From an optimization exercise on the open Yosys and OpenROAD flow, aimed at small area, a short achievable clock period and few clock cycles per item; shortcuts taken in it are not production practice. Where RTL was checked, it was by simulation tests only, not by an equivalence proof against the original.

==> module gcd_multilane, before the edit <==
module gcd_multilane #(
    parameter int width_p = 32,
    parameter int els_p   = 4
) (
    input  logic                       clk_i,
    input  logic                       reset_i,
    input  logic [2*width_p-1:0]       data_i,
    input  logic                       v_i,
    output logic                       ready_o,
    output logic [width_p-1:0]         data_o,
    output logic                       v_o,
    input  logic                       yumi_i,
    output logic [$clog2(els_p+1)-1:0] count_o
);
    localparam int sh_w   = $clog2(width_p);
    localparam int max_sh = 7;
    function automatic logic [sh_w-1:0] ctz(input logic [width_p-1:0] x);
        logic [width_p-1:0]           v;
        logic [width_p-1:0][sh_w-1:0] c;
        for (int i = 0; i < width_p; i++) begin
            v[i] = x[i];
            c[i] = '0;
        end
        for (int l = 0; l < sh_w; l++) begin
            for (int i = 0; i < (width_p >> (l + 1)); i++) begin
                c[i] = v[2*i] ? c[2*i] : (c[2*i+1] | sh_w'(1 << l));
                v[i] = v[2*i] | v[2*i+1];
            end
        end
        ctz = c[0];
    endfunction
    function automatic logic [sh_w-1:0] enc(input logic [width_p-1:0] oh);
        logic [sh_w-1:0] r;
        r = '0;
        for (int i = 0; i < width_p; i++) begin
            if (oh[i]) r = r | sh_w'(i);
        end
        enc = r;
    endfunction
    logic                busy_q;
    logic [width_p-1:0]  a_q, b_q;
    logic [sh_w-1:0]     k_q;
    logic                na_q;       
    logic                nb_q;       
    logic                accept, retire, done;
    assign done    = (a_q == b_q) || (a_q == '0) || (b_q == '0);
    assign ready_o = !reset_i && !busy_q;
    assign v_o     = busy_q && done;
    assign data_o  = a_q | b_q;
    assign count_o = {{($bits(count_o)-1){1'b0}}, busy_q};
    assign accept  = v_i && ready_o;
    assign retire  = yumi_i && v_o;
    logic [width_p-1:0]  op_a, op_b;
    logic [sh_w-1:0]     tz_a, tz_b;
    assign op_a = data_i[width_p-1:0];
    assign op_b = data_i[2*width_p-1:width_p];
    assign tz_a = ctz(op_a);
    assign tz_b = ctz(op_b);
    logic [width_p-1:0]  g, p, gg, pp, g2, p2;
    logic [width_p-1:0]  diff, below, absd, a_step, b_step;
    logic                neg;
    logic [sh_w-1:0]     tz_x;
    logic [2:0]          sh;
    logic                sh_over;
    always_comb begin
        g  = a_q & ~b_q;
        p  = ~(a_q ^ b_q);
        gg = g;
        pp = p;
        gg[0] = g[0] | p[0];      
        for (int l = 1; l < width_p; l = l * 2) begin
            g2 = gg;
            p2 = pp;
            for (int i = 0; i < width_p; i++) begin
                if ((i / l) % 2 == 1) begin
                    g2[i] = gg[i] | (pp[i] & gg[(i / l) * l - 1]);
                    p2[i] = pp[i] & pp[(i / l) * l - 1];
                end
            end
            gg = g2;
            pp = p2;
        end
        diff[0]  = ~p[0];
        below[0] = 1'b0;
        for (int i = 1; i < width_p; i++) begin
            diff[i]  = p[i] ^ gg[i-1];
            below[i] = ~pp[i-1];
        end
        neg  = ~gg[width_p-1];
        absd = diff ^ ({width_p{neg}} & below);
        tz_x    = enc(~p & ~below);
        sh_over = ({1'b0, tz_x} >= {1'b0, k_q} + 6'd8);
        sh      = sh_over ? 3'(max_sh) : (tz_x[2:0] - k_q[2:0]);
        b_step  = absd >> sh;
        if (na_q)            a_step = b_q;
        else if (nb_q)       a_step = a_q;
        else if (neg)        a_step = a_q;
        else                 a_step = b_q;
    end
    always_ff @(posedge clk_i) begin
        if (reset_i) begin
            busy_q <= 1'b0;
        end else if (accept) begin
            busy_q <= 1'b1;
        end else if (retire) begin
            busy_q <= 1'b0;
        end
    end
    always_ff @(posedge clk_i) begin
        if (accept) begin
            a_q  <= op_a;
            b_q  <= op_b;
            k_q  <= (tz_a < tz_b) ? tz_a : tz_b;
            na_q <= (tz_a > tz_b);
            nb_q <= (tz_b > tz_a);
        end else begin
            a_q  <= a_step;
            b_q  <= b_step;
            na_q <= 1'b0;
            nb_q <= sh_over;
        end
    end
endmodule
make LEC_CHECK=0 CAP_MARGIN=20 CORE_MARGIN=2 CORE_UTILIZATION=40 SETUP_SLACK_MARGIN=3.5 SLEW_MARGIN=20 finish   # period 8.0 ns
run.sh (not shown) runs the stock make flow with config.mk's settings and CLKGATE_MAP_FILE= SYNTH_SCRIPT=/design/flow/synth_recipe.tcl, a recipe that flattens the netlist after the stock synthesis.
Next try:
--- a/flow/design.v
+++ b/flow/design.v
@@ -46,9 +46,9 @@
     assign done    = (a_q == b_q) || (a_q == '0) || (b_q == '0);
     assign ready_o = !reset_i && !busy_q;
     assign v_o     = busy_q && done;
     assign data_o  = a_q | b_q;
-    assign count_o = {{($bits(count_o)-1){1'b0}}, busy_q};
+    assign count_o = {{($clog2(els_p+1)-1){1'b0}}, busy_q};
     assign accept  = v_i && ready_o;
     assign retire  = yumi_i && v_o;
     logic [width_p-1:0]  op_a, op_b;
     logic [sh_w-1:0]     tz_a, tz_b;
Effect: The new run finished clean. Via count is unchanged. Sequential share of layout area does not change. Clock skew does not change. Hold slack stays the same. Setup slack stays the same. Routed wire length does not change.
Testbench counts after the change, summed over its fixed seeds: cycles 37,357, items 1,920.
No functional check of the RTL was part of the first run of this note.

---

Setup of run 1:
gcd_multilane, a different RTL version from the one above (not shown whole).
Size: about 72 flip-flops, roughly 110 I/O pins, ~8000 um2 of cells after synthesis.
==> module gcd_multilane, before the edit <==
module gcd_multilane #(
    parameter int width_p = 32,
    parameter int els_p   = 4
) (
    input  logic                       clk_i,
    input  logic                       reset_i,
    input  logic [2*width_p-1:0]       data_i,
    input  logic                       v_i,
    output logic                       ready_o,
    output logic [width_p-1:0]         data_o,
    output logic                       v_o,
    input  logic                       yumi_i,
    output logic [$clog2(els_p+1)-1:0] count_o
);
    localparam int sh_w   = $clog2(width_p);
    localparam int max_sh = 7;
    function automatic logic [sh_w:0] ctz(input logic [width_p-1:0] x);
        logic [width_p-1:0]           v;
        logic [width_p-1:0][sh_w-1:0] c;
        for (int i = 0; i < width_p; i++) begin
            v[i] = x[i];
            c[i] = '0;
        end
        for (int l = 0; l < sh_w; l++) begin
            for (int i = 0; i < (width_p >> (l + 1)); i++) begin
                c[i] = v[2*i] ? c[2*i] : (c[2*i+1] | sh_w'(1 << l));
                v[i] = v[2*i] | v[2*i+1];
            end
        end
        ctz = {!v[0], c[0]};
    endfunction
    logic                busy_q;
    logic                first_q;    
    logic                fin_q;      
    logic [width_p-1:0]  a_q, b_q;
    logic [sh_w-1:0]     k_q;        
    logic                accept, retire, eq, found, k_zero, shift_a;
    assign eq      = (a_q == b_q);
    assign found   = eq && (a_q[0] || (a_q == '0));
    assign k_zero  = (k_q == '0);
    assign shift_a = busy_q && !k_zero && (fin_q || found);
    assign ready_o = !reset_i && !busy_q;
    assign v_o     = busy_q && k_zero && fin_q;
    assign data_o  = a_q;
    assign count_o = {{($clog2(els_p+1)-1){1'b0}}, busy_q};
    assign accept  = v_i && ready_o;
    assign retire  = yumi_i && v_o;
    logic [width_p-1:0]  g, p, gg, pp, g2, p2;
    logic [width_p-1:0]  diff, below, flip, a_step, b_step;
    logic [width_p+max_sh-1:0] ext;
    logic                neg, z_ab, over;
    logic [sh_w-1:0]     k_new;
    logic [max_sh:0]     x_lo;
    logic [2:0]          sh;
    always_comb begin
        g  = a_q & ~b_q;
        p  = ~(a_q ^ b_q);
        gg = g;
        pp = p;
        gg[0] = g[0] | p[0];      
        for (int l = 1; l < width_p; l = l * 2) begin
            g2 = gg;
            p2 = pp;
            for (int i = 0; i < width_p; i++) begin
                if ((i / l) % 2 == 1) begin
                    g2[i] = gg[i] | (pp[i] & gg[(i / l) * l - 1]);
                    p2[i] = pp[i] & pp[(i / l) * l - 1];
                end
            end
            gg = g2;
            pp = p2;
        end
        diff[0]  = ~p[0];
        below[0] = 1'b0;
        for (int i = 1; i < width_p; i++) begin
            diff[i]  = p[i] ^ gg[i-1];
            below[i] = ~pp[i-1];
        end
        neg  = ~gg[width_p-1];
        x_lo   = ~p[max_sh:0];
        sh     = 3'(ctz({{(width_p-max_sh-1){1'b0}}, x_lo}));
        over   = (x_lo == '0);
        for (int i = 0; i < width_p; i++) begin
            flip[i] = (i != 0) && (!over || (i + max_sh >= width_p) ||
                                   below[(i + max_sh) % width_p]);
        end
        ext    = {{max_sh{neg}}, diff} >> sh;
        b_step = ext[width_p-1:0] ^ ({width_p{neg}} & flip);
        if (!a_q[0])         a_step = b_q;
        else if (!b_q[0])    a_step = a_q;
        else if (neg)        a_step = a_q;
        else                 a_step = b_q;
        {z_ab, k_new} = ctz(a_q | b_q);
    end
    always_ff @(posedge clk_i) begin
        if (reset_i) begin
            busy_q <= 1'b0;
        end else if (accept) begin
            busy_q <= 1'b1;
        end else if (retire) begin
            busy_q <= 1'b0;
        end
    end
    always_ff @(posedge clk_i) begin
        if (accept) begin
            a_q     <= data_i[width_p-1:0];
            b_q     <= data_i[2*width_p-1:width_p];
            first_q <= 1'b1;
            fin_q   <= 1'b0;
            k_q     <= '0;
        end else begin
            if (shift_a) begin
                a_q <= a_q << 1;
            end else if (!(fin_q || found)) begin
                a_q <= a_step;
            end
            b_q     <= b_step;
            first_q <= 1'b0;
            fin_q   <= fin_q || found;
            if (first_q && !found) begin
                k_q <= z_ab ? '0 : k_new;
            end else if (shift_a) begin
                k_q <= k_q - 1'b1;
            end
        end
    end
endmodule
==> flow/config.mk <==
export PLATFORM = sky130hd
export DESIGN_NAME = gcd_multilane
export DESIGN_NICKNAME = gcd_multilane
export VERILOG_FILES = /design/flow/design.v
export SDC_FILE = /design/flow/constraint.sdc
export NUM_CORES = 4
export LEC_CHECK = 0
export CAP_MARGIN = 20
export CORE_MARGIN = 2
export CORE_UTILIZATION = 40
export SETUP_SLACK_MARGIN = 4.0
export SLEW_MARGIN = 20
==> flow/constraint.sdc <==
create_clock -name core_clock -period 8.0 [get_ports {clk_i}]
set_input_delay 1.6000 -clock core_clock [delete_from_list [all_inputs] [get_ports {clk_i}]]
set_output_delay 1.6000 -clock core_clock [all_outputs]
set_load 0.01 [all_outputs]
Input-level comparison between run 2 and run 1:
-- flow/design.v --
<<< run 1, line 36
    logic [sh_w-1:0]     k_q;        
    logic                accept, retire, eq, found, k_zero, shift_a;
    assign eq      = (a_q == b_q);
    assign found   = eq && (a_q[0] || (a_q == '0));
>>> run 2, line 36
    logic [sh_w-1:0]     k_q;        
    logic                accept, retire, eq, found, k_zero, shift_a;
    logic                v_fin, v_eq;
    assign eq      = (a_q == b_q);
    assign found   = eq && (a_q[0] || (a_q == '0));
<<< run 1, line 41
    assign shift_a = busy_q && !k_zero && (fin_q || found);
    assign ready_o = !reset_i && !busy_q;
    assign v_o     = busy_q && k_zero && fin_q;
    assign data_o  = a_q;
    assign count_o = {{($clog2(els_p+1)-1){1'b0}}, busy_q};
>>> run 2, line 42
    assign shift_a = busy_q && !k_zero && (fin_q || found);
    assign ready_o = !reset_i && !busy_q;
    assign v_fin   = busy_q && k_zero && fin_q;
    assign v_eq    = busy_q && k_zero && (a_q[0] || (a_q == '0));
    assign v_o     = v_fin || (v_eq && eq);
    assign data_o  = a_q;
    assign count_o = {{($clog2(els_p+1)-1){1'b0}}, busy_q};
--- outcome ---
Sequential cell area share of run 1 is on par with run 2.
Run 2 vs run 1: critical path depth down
Cell count after synthesis: run 1 and run 2 compared, higher one is run 2
Looking at non-clock buffer instance count of the final layout, run 2 sits 5.7% above run 1.
Run 2 ended with less hold slack than run 1.
Comparing run 1 and run 2, the lower met2 wirelength from detailed routing was measured on run 1.
Run 2 finished every step from synthesis to the final layout, and the layout passed the timing, design-rule and antenna checks.
Run 1 was carried through to the last stage, and its layout satisfied the timing, design-rule and antenna checks.
Testbench counts of run 2, summed over its fixed seeds: cycles 38,972, items 1,920.
Only the layout flow was run in run 1; the RTL was not checked for function there.

---

Setup of rev 12:
gcd_multilane, a different RTL version from the one above (not shown whole).
Size: ~1100 cells after synthesis, roughly 110 I/O pins, roughly 8000 um^2 of cells after synthesis.
==> module gcd_multilane, before the edit <==
module gcd_multilane #(
    parameter int width_p = 32,
    parameter int els_p   = 4
) (
    input  logic                       clk_i,
    input  logic                       reset_i,
    input  logic [2*width_p-1:0]       data_i,
    input  logic                       v_i,
    output logic                       ready_o,
    output logic [width_p-1:0]         data_o,
    output logic                       v_o,
    input  logic                       yumi_i,
    output logic [$clog2(els_p+1)-1:0] count_o
);
    localparam int sh_w   = $clog2(width_p);
    localparam int max_sh = 7;
    function automatic logic [sh_w:0] ctz(input logic [width_p-1:0] x);
        logic [width_p-1:0]           v;
        logic [width_p-1:0][sh_w-1:0] c;
        for (int i = 0; i < width_p; i++) begin
            v[i] = x[i];
            c[i] = '0;
        end
        for (int l = 0; l < sh_w; l++) begin
            for (int i = 0; i < (width_p >> (l + 1)); i++) begin
                c[i] = v[2*i] ? c[2*i] : (c[2*i+1] | sh_w'(1 << l));
                v[i] = v[2*i] | v[2*i+1];
            end
        end
        ctz = {!v[0], c[0]};
    endfunction
    logic                busy_q;
    logic                first_q;    
    logic                fin_q;      
    logic [width_p-1:0]  a_q, b_q;
    logic [sh_w-1:0]     k_q;        
    logic                accept, retire, eq, found, k_zero, shift_a;
    assign eq      = (a_q == b_q);
    assign found   = eq && (a_q[0] || (a_q == '0));
    assign k_zero  = (k_q == '0);
    assign shift_a = !k_zero && fin_q;
    assign ready_o = !reset_i && !busy_q;
    assign v_o     = busy_q && k_zero && fin_q;
    assign data_o  = a_q;
    assign count_o = {{($clog2(els_p+1)-1){1'b0}}, busy_q};
    assign accept  = v_i && ready_o;
    assign retire  = yumi_i && v_o;
    logic [width_p-1:0]  g, p, gg, pp, g2, p2;
    logic [width_p-1:0]  diff, below, flip, a_step, b_step;
    logic [width_p+max_sh-1:0] ext;
    logic                neg, z_ab, over;
    logic [sh_w-1:0]     k_new;
    logic [max_sh:0]     x_lo;
    logic [2:0]          sh;
    always_comb begin
        g  = a_q & ~b_q;
        p  = ~(a_q ^ b_q);
        gg = g;
        pp = p;
        gg[0] = g[0] | p[0];      
        for (int l = 1; l < width_p; l = l * 2) begin
            g2 = gg;
            p2 = pp;
            for (int i = 0; i < width_p; i++) begin
                if ((i / l) % 2 == 1) begin
                    g2[i] = gg[i] | (pp[i] & gg[(i / l) * l - 1]);
                    p2[i] = pp[i] & pp[(i / l) * l - 1];
                end
            end
            gg = g2;
            pp = p2;
        end
        diff[0]  = ~p[0];
        below[0] = 1'b0;
        for (int i = 1; i < width_p; i++) begin
            diff[i]  = p[i] ^ gg[i-1];
            below[i] = ~pp[i-1];
        end
        neg  = ~gg[width_p-1];
        x_lo   = ~p[max_sh:0];
        sh     = 3'(ctz({{(width_p-max_sh-1){1'b0}}, x_lo}));
        over   = (x_lo == '0);
        for (int i = 0; i < width_p; i++) begin
            flip[i] = (i != 0) && (!over || (i + max_sh >= width_p) ||
                                   below[(i + max_sh) % width_p]);
        end
        ext    = {{max_sh{neg}}, diff} >> sh;
        b_step = ext[width_p-1:0] ^ ({width_p{neg}} & flip);
        if (!a_q[0])         a_step = b_q;
        else if (!b_q[0])    a_step = a_q;
        else if (neg)        a_step = a_q;
        else                 a_step = b_q;
        {z_ab, k_new} = ctz(a_q | b_q);
    end
    always_ff @(posedge clk_i) begin
        if (reset_i) begin
            busy_q <= 1'b0;
        end else if (accept) begin
            busy_q <= 1'b1;
        end else if (retire) begin
            busy_q <= 1'b0;
        end
    end
    always_ff @(posedge clk_i) begin
        if (accept) begin
            a_q     <= data_i[width_p-1:0];
            b_q     <= data_i[2*width_p-1:width_p];
            first_q <= 1'b1;
            fin_q   <= 1'b0;
            k_q     <= '0;
        end else begin
            if (shift_a) begin
                a_q <= a_q << 1;
            end else if (!fin_q) begin
                a_q <= a_step;
            end
            b_q     <= b_step;
            first_q <= 1'b0;
            fin_q   <= fin_q || found;
            if (first_q && !found) begin
                k_q <= z_ab ? '0 : k_new;
            end else if (shift_a) begin
                k_q <= k_q - 1'b1;
            end
        end
    end
endmodule
==> flow/config.mk <==
export PLATFORM = sky130hd
export DESIGN_NAME = gcd_multilane
export DESIGN_NICKNAME = gcd_multilane
export VERILOG_FILES = /design/flow/design.v
export SDC_FILE = /design/flow/constraint.sdc
export NUM_CORES = 4
export LEC_CHECK = 0
export CAP_MARGIN = 20
export CORE_MARGIN = 2
export CORE_UTILIZATION = 70
export CTS_BUF_LIST = sky130_fd_sc_hd__clkbuf_4 sky130_fd_sc_hd__clkbuf_8
export SETUP_SLACK_MARGIN = 4.0
export SLEW_MARGIN = 20
==> flow/constraint.sdc <==
create_clock -name core_clock -period 8.0 [get_ports {clk_i}]
set_input_delay 1.6000 -clock core_clock [delete_from_list [all_inputs] [get_ports {clk_i}]]
set_output_delay 1.6000 -clock core_clock [all_outputs]
set_load 0.01 [all_outputs]
standard.sh (not shown) runs the stock make flow with config.mk's settings and CLKGATE_MAP_FILE= SYNTH_SCRIPT=/design/flow/synth_recipe.tcl, a recipe that flattens the netlist after the stock synthesis.
==> flow/flow/run.sh <==
#!/bin/bash
# The standard layout, with each port buffered by sky130_fd_sc_hd__buf_1
# instead of the delay-buffer cell buffer_ports picks by default.
set -euo pipefail
export BUFFER_PORTS_ARGS="-buffer_cell sky130_fd_sc_hd__buf_1"
bash standard.sh finish > flow_make.log 2>&1
Testbench counts of rev 12, summed over its fixed seeds: cycles 40,892, items 1,920.
Setup changes, rev 12 to rev 13
==> flow/design.v <==
module gcd_multilane #(
    parameter int width_p = 32,
    parameter int els_p   = 4
) (
    input  logic                       clk_i,
    input  logic                       reset_i,
    input  logic [2*width_p-1:0]       data_i,
    input  logic                       v_i,
    output logic                       ready_o,
    output logic [width_p-1:0]         data_o,
    output logic                       v_o,
    input  logic                       yumi_i,
    output logic [$clog2(els_p+1)-1:0] count_o
);
    localparam int sh_w   = $clog2(width_p);
    localparam int max_sh = 7;
    function automatic logic [sh_w:0] ctz(input logic [width_p-1:0] x);
        logic [width_p-1:0]           v;
        logic [width_p-1:0][sh_w-1:0] c;
        for (int i = 0; i < width_p; i++) begin
            v[i] = x[i];
            c[i] = '0;
        end
        for (int l = 0; l < sh_w; l++) begin
            for (int i = 0; i < (width_p >> (l + 1)); i++) begin
                c[i] = v[2*i] ? c[2*i] : (c[2*i+1] | sh_w'(1 << l));
                v[i] = v[2*i] | v[2*i+1];
            end
        end
        ctz = {!v[0], c[0]};
    endfunction
    logic                busy_q;
    logic                fin_q;      
    logic [width_p-1:0]  a_q, b_q;
    logic [sh_w-1:0]     k_q;        
    logic                accept, retire, eq, found, k_zero, shift_a;
    assign eq      = (a_q == b_q);
    assign found   = eq && a_q[0];
    assign k_zero  = (k_q == '0);
    assign shift_a = !k_zero && fin_q;
    assign ready_o = !reset_i && !busy_q;
    assign v_o     = busy_q && k_zero && fin_q;
    assign data_o  = a_q;
    assign count_o = {{($clog2(els_p+1)-1){1'b0}}, busy_q};
    assign accept  = v_i && ready_o;
    assign retire  = yumi_i && v_o;
    logic [width_p-1:0]  g, p, gg, pp, g2, p2;
    logic [width_p-1:0]  diff, below, flip, a_step, b_step;
    logic [width_p+max_sh-1:0] ext;
    logic                neg, over;
    logic [sh_w-1:0]     k_new;
    logic                z_ab;
    assign {z_ab, k_new} = ctz(data_i[width_p-1:0] | data_i[2*width_p-1:width_p]);
    logic [max_sh:0]     x_lo;
    logic [2:0]          sh;
    always_comb begin
        g  = a_q & ~b_q;
        p  = ~(a_q ^ b_q);
        gg = g;
        pp = p;
        gg[0] = g[0] | p[0];      
        for (int l = 1; l < width_p; l = l * 2) begin
            g2 = gg;
            p2 = pp;
            for (int i = 0; i < width_p; i++) begin
                if ((i / l) % 2 == 1) begin
                    g2[i] = gg[i] | (pp[i] & gg[(i / l) * l - 1]);
                    p2[i] = pp[i] & pp[(i / l) * l - 1];
                end
            end
            gg = g2;
            pp = p2;
        end
        diff[0]  = ~p[0];
        below[0] = 1'b0;
        for (int i = 1; i < width_p; i++) begin
            diff[i]  = p[i] ^ gg[i-1];
            below[i] = ~pp[i-1];
        end
        neg  = ~gg[width_p-1];
        x_lo   = ~p[max_sh:0];
        sh     = 3'(ctz({{(width_p-max_sh-1){1'b0}}, x_lo}));
        over   = (x_lo == '0);
        for (int i = 0; i < width_p; i++) begin
            flip[i] = (i != 0) && (!over || (i + max_sh >= width_p) ||
                                   below[(i + max_sh) % width_p]);
        end
        ext    = {{max_sh{neg}}, diff} >> sh;
        b_step = ext[width_p-1:0] ^ ({width_p{neg}} & flip);
        if (!a_q[0])         a_step = b_q;
        else if (!b_q[0])    a_step = a_q;
        else if (neg)        a_step = a_q;
        else                 a_step = b_q;
    end
    always_ff @(posedge clk_i) begin
        if (reset_i) begin
            busy_q <= 1'b0;
        end else if (accept) begin
            busy_q <= 1'b1;
        end else if (retire) begin
            busy_q <= 1'b0;
        end
    end
    always_ff @(posedge clk_i) begin
        if (accept) begin
            a_q     <= data_i[width_p-1:0];
            b_q     <= data_i[2*width_p-1:width_p];
            fin_q   <= z_ab;
            k_q     <= z_ab ? '0 : k_new;
        end else begin
            if (shift_a) begin
                a_q <= a_q << 1;
            end else if (!fin_q) begin
                a_q <= a_step;
            end
            b_q     <= b_step;
            fin_q   <= fin_q || found;
            if (shift_a) begin
                k_q <= k_q - 1'b1;
            end
        end
    end
endmodule
==> comparison <==
- Rev 13 vs rev 12, final worst-path setup slack went down by 0.022 ns.
- As of rev 13, number of cells in the design after placement had fallen by a little under 10% compared to rev 12.
- Rev 12 ended up with b_q[17]$_DFF_P_ as its end of the critical path; rev 13 ended up with b_q[12]$_DFF_P_.
- Relative to rev 12, the routed wire length measured on rev 13 has decreased by a little under 10%.
- Between rev 13 and rev 12, the sequential share of layout area is lower for rev 12.
- Diff rev 12 -> rev 13: placement row count decreased 1, fraction of the cycle the final worst path needs increased 0.28 points.
- Going from rev 12 to rev 13, post-synthesis simple-gate area fraction shrinks by 2.3 points.
- Summary of rev 13 over rev 12: non-clock buffer count now sits lower, register bit total from synthesis now sits lower, maximum number of pins on one net before global-route repair now sits lower, effective utilization at floorplan now sits at about the same level, final area now sits lower.
- Taking rev 12 as the reference point, the proportion of synthesized area in mux cells of rev 13 rises by 3.9 points.
- When rev 13 is set beside rev 12, its final worst hold slack turns out to be 0.025 ns larger.
Testbench counts of rev 13, summed over its fixed seeds: cycles 40,891, items 1,920.

[what the ideal ports hide]
In the flow no input, the clock included, has a driving cell. The finished layouts below were timed again as built, in two steps.
Step 1, drivers: a clkbuf_16 drives clk_i and a buf_2 each remaining input, both assumed.
Step 2, shift: input delay + t, output delay - t, t = (earliest + latest rising clock arrival at the registers) / 2. This alone moves slack from input paths to output paths.
Three values: no drivers, after step 1, after step 2; two values: the first two.
| run | shift t [ns] | setup slack, ns | worst setup path at the end | worst register clock-pin slew, ns |
|---|---|---|---|---|
| the first run of note 1 | 0.392 | 3.244 / 3.244 / 3.244 | register to register | 0.06 / 0.06 |
| the second run of note 1 | 0.392 | 3.244 / 3.244 / 3.244 | register to register | 0.06 / 0.06 |
| run 1 | 0.391 | 4.112 / 4.091 / 3.912 | input to register | 0.08 / 0.08 |
| run 2 | 0.387 | 3.582 / 3.539 / 3.926 | register to output | 0.07 / 0.07 |
| rev 12 | 0.432 | 4.072 / 4.072 / 4.072 | register to register | 0.10 / 0.10 |
| rev 13 | 0.413 | 4.049 / 4.049 / 3.897 | input to register | 0.09 / 0.09 |
After both steps setup and hold are still met in every run listed. For run 1, which loses most, drivers alone change the setup slack by -0.021 ns; drivers and shift together by -0.200 ns.
